Source: an optimization exercise on an open RTL-to-GDS flow (aim: small area, a short achievable clock period and few clock cycles per item). Production flows keep margins and buffers that such runs may drop. Only simulation tests tie the RTL to the original design; equivalence was not proved. No activity file was given, so power comes from the tool's default toggle rates.

==> inputs of build 22 <==
==> flow/design.v (excerpt) <==
module cpu_top (
    input  logic                   clk,
    input  logic                   rst_n,
    input  logic                   inst_vld,
    input  logic                   inst_last,
    input  cpu_isa_pkg::op_t       inst_op,
    input  cpu_isa_pkg::inst_id_t  inst_id,
    input  cpu_isa_pkg::reg_id_t   inst_dst_reg,
    input  cpu_isa_pkg::reg_id_t   inst_src_reg0,
    input  cpu_isa_pkg::reg_id_t   inst_src_reg1,
    input  cpu_isa_pkg::imm_t      inst_imm,
    output logic                   fetch_vld,
    output cpu_isa_pkg::pc_t       fetch_pc,
    output cpu_isa_pkg::inst_id_t  fetch_id,
    output logic                   inst_rdy,
    output logic                   write_mem_vld,
    output cpu_isa_pkg::inst_id_t  write_mem_id,
    output cpu_isa_pkg::data_t     write_mem_addr,
    output cpu_isa_pkg::data_t     write_mem_data,
    output logic                   exec_finish
);
==> flow/config.mk <==
export PLATFORM = sky130hd
export DESIGN_NAME = cpu_top
export DESIGN_NICKNAME = cpu_top
export VERILOG_FILES = /design/flow/design.v
export SDC_FILE = /design/flow/constraint.sdc
export NUM_CORES = 4
export LEC_CHECK = 0
export CAP_MARGIN = 20
export CORE_MARGIN = 2
export CORE_UTILIZATION = 50
export SETUP_SLACK_MARGIN = 3.5
export SLEW_MARGIN = 20
==> flow/constraint.sdc <==
create_clock -name core_clock -period 7.0 [get_ports {clk}]
set_input_delay 1.4000 -clock core_clock [delete_from_list [all_inputs] [get_ports {clk}]]
set_output_delay 1.4000 -clock core_clock [all_outputs]
set_load 0.01 [all_outputs]
standard.sh (not shown) runs the stock make flow with config.mk's settings and CLKGATE_MAP_FILE= SYNTH_SCRIPT=/design/flow/synth_recipe.tcl, a recipe that flattens the netlist after the stock synthesis.
==> flow/flow/run.sh <==
#!/bin/bash
# The standard layout, with the port buffers made of sky130 buf cells (which
# the timing repair may resize) instead of the delay-buffer cell that
# buffer_ports picks by default.
set -euo pipefail
export BUFFER_PORTS_ARGS="-buffer_cell sky130_fd_sc_hd__buf_2"
bash standard.sh > make_flow.log 2>&1
==> trial 59 (differences from build 22) <==
--- a/flow/design.v
+++ b/flow/design.v
@@ -17,44 +17,53 @@
 `timescale 1ns/1ps
 package cpu_uarch_pkg;
     typedef logic [16-1:0] reg_mask_t;
 endpackage
 `timescale 1ns/1ps
 module reg_file (
     input  logic                  clk,
     input  logic                  rst_n,
-    input  cpu_isa_pkg::reg_id_t  rd_addr0,
-    input  cpu_isa_pkg::reg_id_t  rd_addr1,
+    input  logic [3:0]            rd_lo0,     
+    input  logic [3:0]            rd_hi0,
+    input  logic [3:0]            rd_lo1,
+    input  logic [3:0]            rd_hi1,
     output cpu_isa_pkg::data_t    rd_data0,
     output cpu_isa_pkg::data_t    rd_data1,
-    input  logic                  wr_en,
-    input  cpu_isa_pkg::reg_id_t  wr_reg,
+    input  logic                  wr_en0,     
+    input  cpu_isa_pkg::reg_id_t  wr_reg0,
+    input  logic                  wr_en1,
+    input  cpu_isa_pkg::reg_id_t  wr_reg1,
     input  cpu_isa_pkg::data_t    wr_data
 );
     cpu_isa_pkg::data_t        regs [0:16-1];
     logic [16-1:0]   valid;
     always_comb begin
         rd_data0 = '0;
         rd_data1 = '0;
         for (int i = 0; i < 16; i++) begin
-            if (rd_addr0 == i && valid[i]) rd_data0 = rd_data0 | regs[i];
-            if (rd_addr1 == i && valid[i]) rd_data1 = rd_data1 | regs[i];
+            if (rd_lo0[i%4] && rd_hi0[i/4] && valid[i]) rd_data0 = rd_data0 | regs[i];
+            if (rd_lo1[i%4] && rd_hi1[i/4] && valid[i]) rd_data1 = rd_data1 | regs[i];
         end
     end
+    logic [16-1:0]   we;
+    always_comb begin
+        for (int i = 0; i < 16; i++)
+            we[i] = (wr_en0 && wr_reg0 == i) || (wr_en1 && wr_reg1 == i);
+    end
     always_ff @(posedge clk or negedge rst_n) begin
         if (!rst_n) begin
             valid <= '0;
-        end else if (wr_en) begin
-            valid[wr_reg] <= 1'b1;
+        end else begin
+            valid <= valid | we;
         end
     end
     always_ff @(posedge clk) begin
         for (int i = 0; i < 16; i++) begin
-            if (wr_en && wr_reg == i) regs[i] <= wr_data;
+            if (we[i]) regs[i] <= wr_data;
         end
     end
 endmodule
 `timescale 1ns/1ps
 module int_unit (
     input  logic                is_add,
     input  logic                is_cmp,
     input  logic                is_shl,
@@ -481,18 +490,17 @@
     localparam int W = 16;
     cpu_isa_pkg::pc_t      pc_q;
     logic                  last_acc_q;    
     logic                  fin_q;
     logic                  ib_vld;
     logic                  ib_last;
     cpu_isa_pkg::op_t      ib_op;
     cpu_isa_pkg::reg_id_t  ib_dst;
-    cpu_isa_pkg::reg_id_t  ib_s0;
-    cpu_isa_pkg::reg_id_t  ib_s1;
+    logic [3:0]            ib_s0_lo, ib_s0_hi, ib_s1_lo, ib_s1_hi;
     cpu_isa_pkg::imm_t     ib_imm;
     logic                  x_we;          
     logic                  x_mul;         
     logic                  x_st;          
     logic                  x_last;        
     logic                  x_add, x_cmp, x_shl, x_shr;
     cpu_isa_pkg::reg_id_t  x_dst;
     cpu_isa_pkg::inst_id_t x_id;          
@@ -505,76 +513,97 @@
     cpu_isa_pkg::data_t    mul_s, mul_c;
     localparam int NX = 5;                
     logic [NX-1:0]         m_x, mul_x;
     cpu_isa_pkg::data_t    m_sum;
     cpu_isa_pkg::data_t    m_val;
     logic                  d_st, d_mul, d_add, d_cmp, d_shl, d_shr, d_addi, d_we;
     logic                  stall, go;
     cpu_isa_pkg::data_t    rf_a, rf_b, val_a, val_b;
-    logic                  rf_we;
-    cpu_isa_pkg::reg_id_t  rf_wreg;
     cpu_isa_pkg::data_t    rf_wdata;
     assign d_st   = (ib_op == cpu_isa_pkg::OP_ST);
     assign d_mul  = (ib_op == cpu_isa_pkg::OP_MUL);
     assign d_addi = (ib_op == cpu_isa_pkg::OP_ADD_IMM);
     assign d_add  = (ib_op == cpu_isa_pkg::OP_ADD) || d_addi;
     assign d_cmp  = (ib_op == cpu_isa_pkg::OP_CMP_GT);
     assign d_shl  = (ib_op == cpu_isa_pkg::OP_SHL);
     assign d_shr  = (ib_op == cpu_isa_pkg::OP_SHR);
     assign d_we   = d_add || d_cmp || d_shl || d_shr;
-    assign stall = x_mul && ((ib_s0 == x_dst) || (!d_addi && ib_s1 == x_dst));
+    logic stall_q;
+    assign stall = stall_q;
     assign go    = ib_vld && !stall;
+    logic no_next_q;
     assign inst_rdy  = !ib_vld || !stall;
-    assign fetch_vld = !last_acc_q && (!inst_vld || (inst_rdy && !inst_last));
+    assign fetch_vld = !((inst_vld || last_acc_q) && (inst_last || no_next_q));
     assign fetch_pc  = pc_q;
     assign fetch_id  = pc_q;
     always_ff @(posedge clk or negedge rst_n) begin
         if (!rst_n) begin
             pc_q       <= '0;
             last_acc_q <= 1'b0;
             fin_q      <= 1'b0;
             ib_vld     <= 1'b0;
         end else begin
             if (fetch_vld) pc_q <= pc_q + 1'b1;
-            if (inst_vld && inst_rdy && inst_last) last_acc_q <= 1'b1;
+            last_acc_q <= last_acc_d;
             if (x_last) fin_q <= 1'b1;
-            if (inst_rdy) ib_vld <= inst_vld;
+            ib_vld <= ib_vld_d;
+        end
+    end
+    logic stall_d, ib_vld_d, last_acc_d;
+    assign stall_d    = go && d_mul &&
+                        ((inst_src_reg0 == ib_dst) ||
+                         (inst_op != cpu_isa_pkg::OP_ADD_IMM && inst_src_reg1 == ib_dst));
+    assign ib_vld_d   = inst_rdy ? inst_vld : ib_vld;
+    assign last_acc_d = last_acc_q || (inst_vld && inst_rdy && inst_last);
+    always_ff @(posedge clk or negedge rst_n) begin
+        if (!rst_n) begin
+            stall_q   <= 1'b0;
+            no_next_q <= 1'b0;
+        end else begin
+            stall_q   <= stall_d;
+            no_next_q <= last_acc_d || (ib_vld_d && stall_d);
         end
     end
     always_ff @(posedge clk) begin
         if (inst_rdy) begin
             ib_last <= inst_last;
             ib_op   <= inst_op;
             ib_dst  <= inst_dst_reg;
-            ib_s0   <= inst_src_reg0;
-            ib_s1   <= inst_src_reg1;
+            ib_s0_lo <= 4'(1) << inst_src_reg0[1:0];
+            ib_s0_hi <= 4'(1) << inst_src_reg0[3:2];
+            ib_s1_lo <= 4'(1) << inst_src_reg1[1:0];
+            ib_s1_hi <= 4'(1) << inst_src_reg1[3:2];
             ib_imm  <= inst_imm;
         end
     end
     reg_file u_reg_file (
         .clk      (clk),
         .rst_n    (rst_n),
-        .rd_addr0 (ib_s0),
-        .rd_addr1 (ib_s1),
+        .rd_lo0   (ib_s0_lo),
+        .rd_hi0   (ib_s0_hi),
+        .rd_lo1   (ib_s1_lo),
+        .rd_hi1   (ib_s1_hi),
         .rd_data0 (rf_a),
         .rd_data1 (rf_b),
-        .wr_en    (rf_we),
-        .wr_reg   (rf_wreg),
+        .wr_en0   (x_we),
+        .wr_reg0  (x_dst),
+        .wr_en1   (m_vld && !x_we),
+        .wr_reg1  (m_dst),
         .wr_data  (rf_wdata)
     );
     assign m_sum = m_s + m_c;
     assign m_val = {m_sum[W-1] ^ (^m_x), m_sum[W-2:0]};
     always_comb begin
-        if (x_we && x_dst == ib_s0)      val_a = alu_res;
-        else if (m_vld && m_dst == ib_s0) val_a = m_val;
-        else                              val_a = rf_a;
-        if (x_we && x_dst == ib_s1)      val_b = alu_res;
-        else if (m_vld && m_dst == ib_s1) val_b = m_val;
-        else                              val_b = rf_b;
+        if (x_we && ib_s0_lo[x_dst[1:0]] && ib_s0_hi[x_dst[3:2]])       val_a = alu_res;
+        else if (m_vld && ib_s0_lo[m_dst[1:0]] && ib_s0_hi[m_dst[3:2]]) val_a = m_val;
+        else                                                           val_a = rf_a;
+        if (x_we && ib_s1_lo[x_dst[1:0]] && ib_s1_hi[x_dst[3:2]])       val_b = alu_res;
+        else if (m_vld && ib_s1_lo[m_dst[1:0]] && ib_s1_hi[m_dst[3:2]]) val_b = m_val;
+        else                                                           val_b = rf_b;
     end
     always_ff @(posedge clk or negedge rst_n) begin
         if (!rst_n) begin
             x_we   <= 1'b0;
             x_mul  <= 1'b0;
             x_st   <= 1'b0;
             x_last <= 1'b0;
             x_id   <= '1;
@@ -619,18 +648,16 @@
         .a     (x_a),
         .one   (x_one),
         .two   (x_two),
         .neg   (x_neg),
         .sum_s (mul_s),
         .sum_c (mul_c),
         .sum_x (mul_x)
     );
-    assign rf_we    = x_we || m_vld;
-    assign rf_wreg  = x_we ? x_dst : m_dst;
     assign rf_wdata = x_we ? alu_res : m_val;
     always_ff @(posedge clk or negedge rst_n) begin
         if (!rst_n) begin
             m_vld <= 1'b0;
         end else begin
             m_vld <= x_mul || (m_vld && x_we && x_dst != m_dst);
         end
     end
==> flow/flow/run.sh (replaced) <==
#!/bin/bash
# The standard layout (the standard.sh, unchanged synthesis) with two
# changes: the port buffers are sky130 buf cells, which the timing repair
# may resize, instead of the delay-buffer cell buffer_ports picks by default;
# and the clock tree is built without dummy loads. make's output goes to
# make_flow.log; each ORFS step keeps its own log under orfs/logs.
set -euo pipefail
export BUFFER_PORTS_ARGS="-buffer_cell sky130_fd_sc_hd__buf_2"
export CTS_ARGS="-sink_clustering_enable -repair_clock_nets -dont_use_dummy_load -sink_clustering_size 24 -sink_clustering_max_diameter 100"
bash standard.sh > make_flow.log 2>&1
CAP_MARGIN = 10   (was 20)
CTS_CLUSTER_DIAMETER = 100   (was not set)
CTS_CLUSTER_SIZE = 24   (was not set)
SETUP_SLACK_MARGIN = 3.7   (was 3.5)
SLEW_MARGIN = 10   (was 20)
==> summary.txt <==
quantity	trial 59	build 22
Fraction of final layout cells sized beyond drive strength 1	0.197	0.199
Outcome	complete, no violations	complete, no violations
Clock-cell share of area	0.0222	0.0568
Total number of vias	17400	18200
Synth Area in Compound Gates	0.183	0.171
Startpoint of the tightest hold check path	ib_dst[3]	ib_dst[2]
Wire length of the first global-routing pass	111000 um	118000 um
Post-synth top area share	0.433	0.421
Category of the most critical setup path	reg -> reg	reg -> out
Number of instances resized during post-cts repair	45	44
Part of the power in registers	0.440	0.373
Met3 capacity usage during global routing	0.0734	0.0867
Data arrival, critical path	3600 ps	2180 ps
Testbench counts of build 22, summed over its fixed seeds: cycles 23,762, insts 22,445.
Testbench counts of trial 59, summed over its fixed seeds: cycles 23,762, insts 22,445.

[afterwards: timing with drivers on the ports]
In the flow no input, the clock included, has a driving cell. The finished layouts below were timed again as built, in two steps. Step 1 (the two cells are an assumption about what drives the block):
set clk [get_ports {clk}]
set_driving_cell -lib_cell sky130_fd_sc_hd__clkbuf_16 $clk
set_driving_cell -lib_cell sky130_fd_sc_hd__buf_2 [delete_from_list [all_inputs] $clk]
Step 2, shift: input delay + t, output delay - t, t = (earliest + latest rising clock arrival at the registers) / 2. This alone moves slack from input paths to output paths. Slacks: ideal / step 1 / step 2; pairs: ideal / step 1.
run | t (ns) | setup slack, ns | worst hold slack (ns) | latest minus earliest clock arrival (ns)
build 22 | 0.636 | 3.422 / 3.367 / 3.564 | 0.339 / 0.339 / 0.339 | 0.022 / 0.022
trial 59 | 0.615 | 3.684 / 3.684 / 3.684 | 0.453 / 0.453 / 0.453 | 0.029 / 0.029
After both steps setup and hold are still met in every run listed.
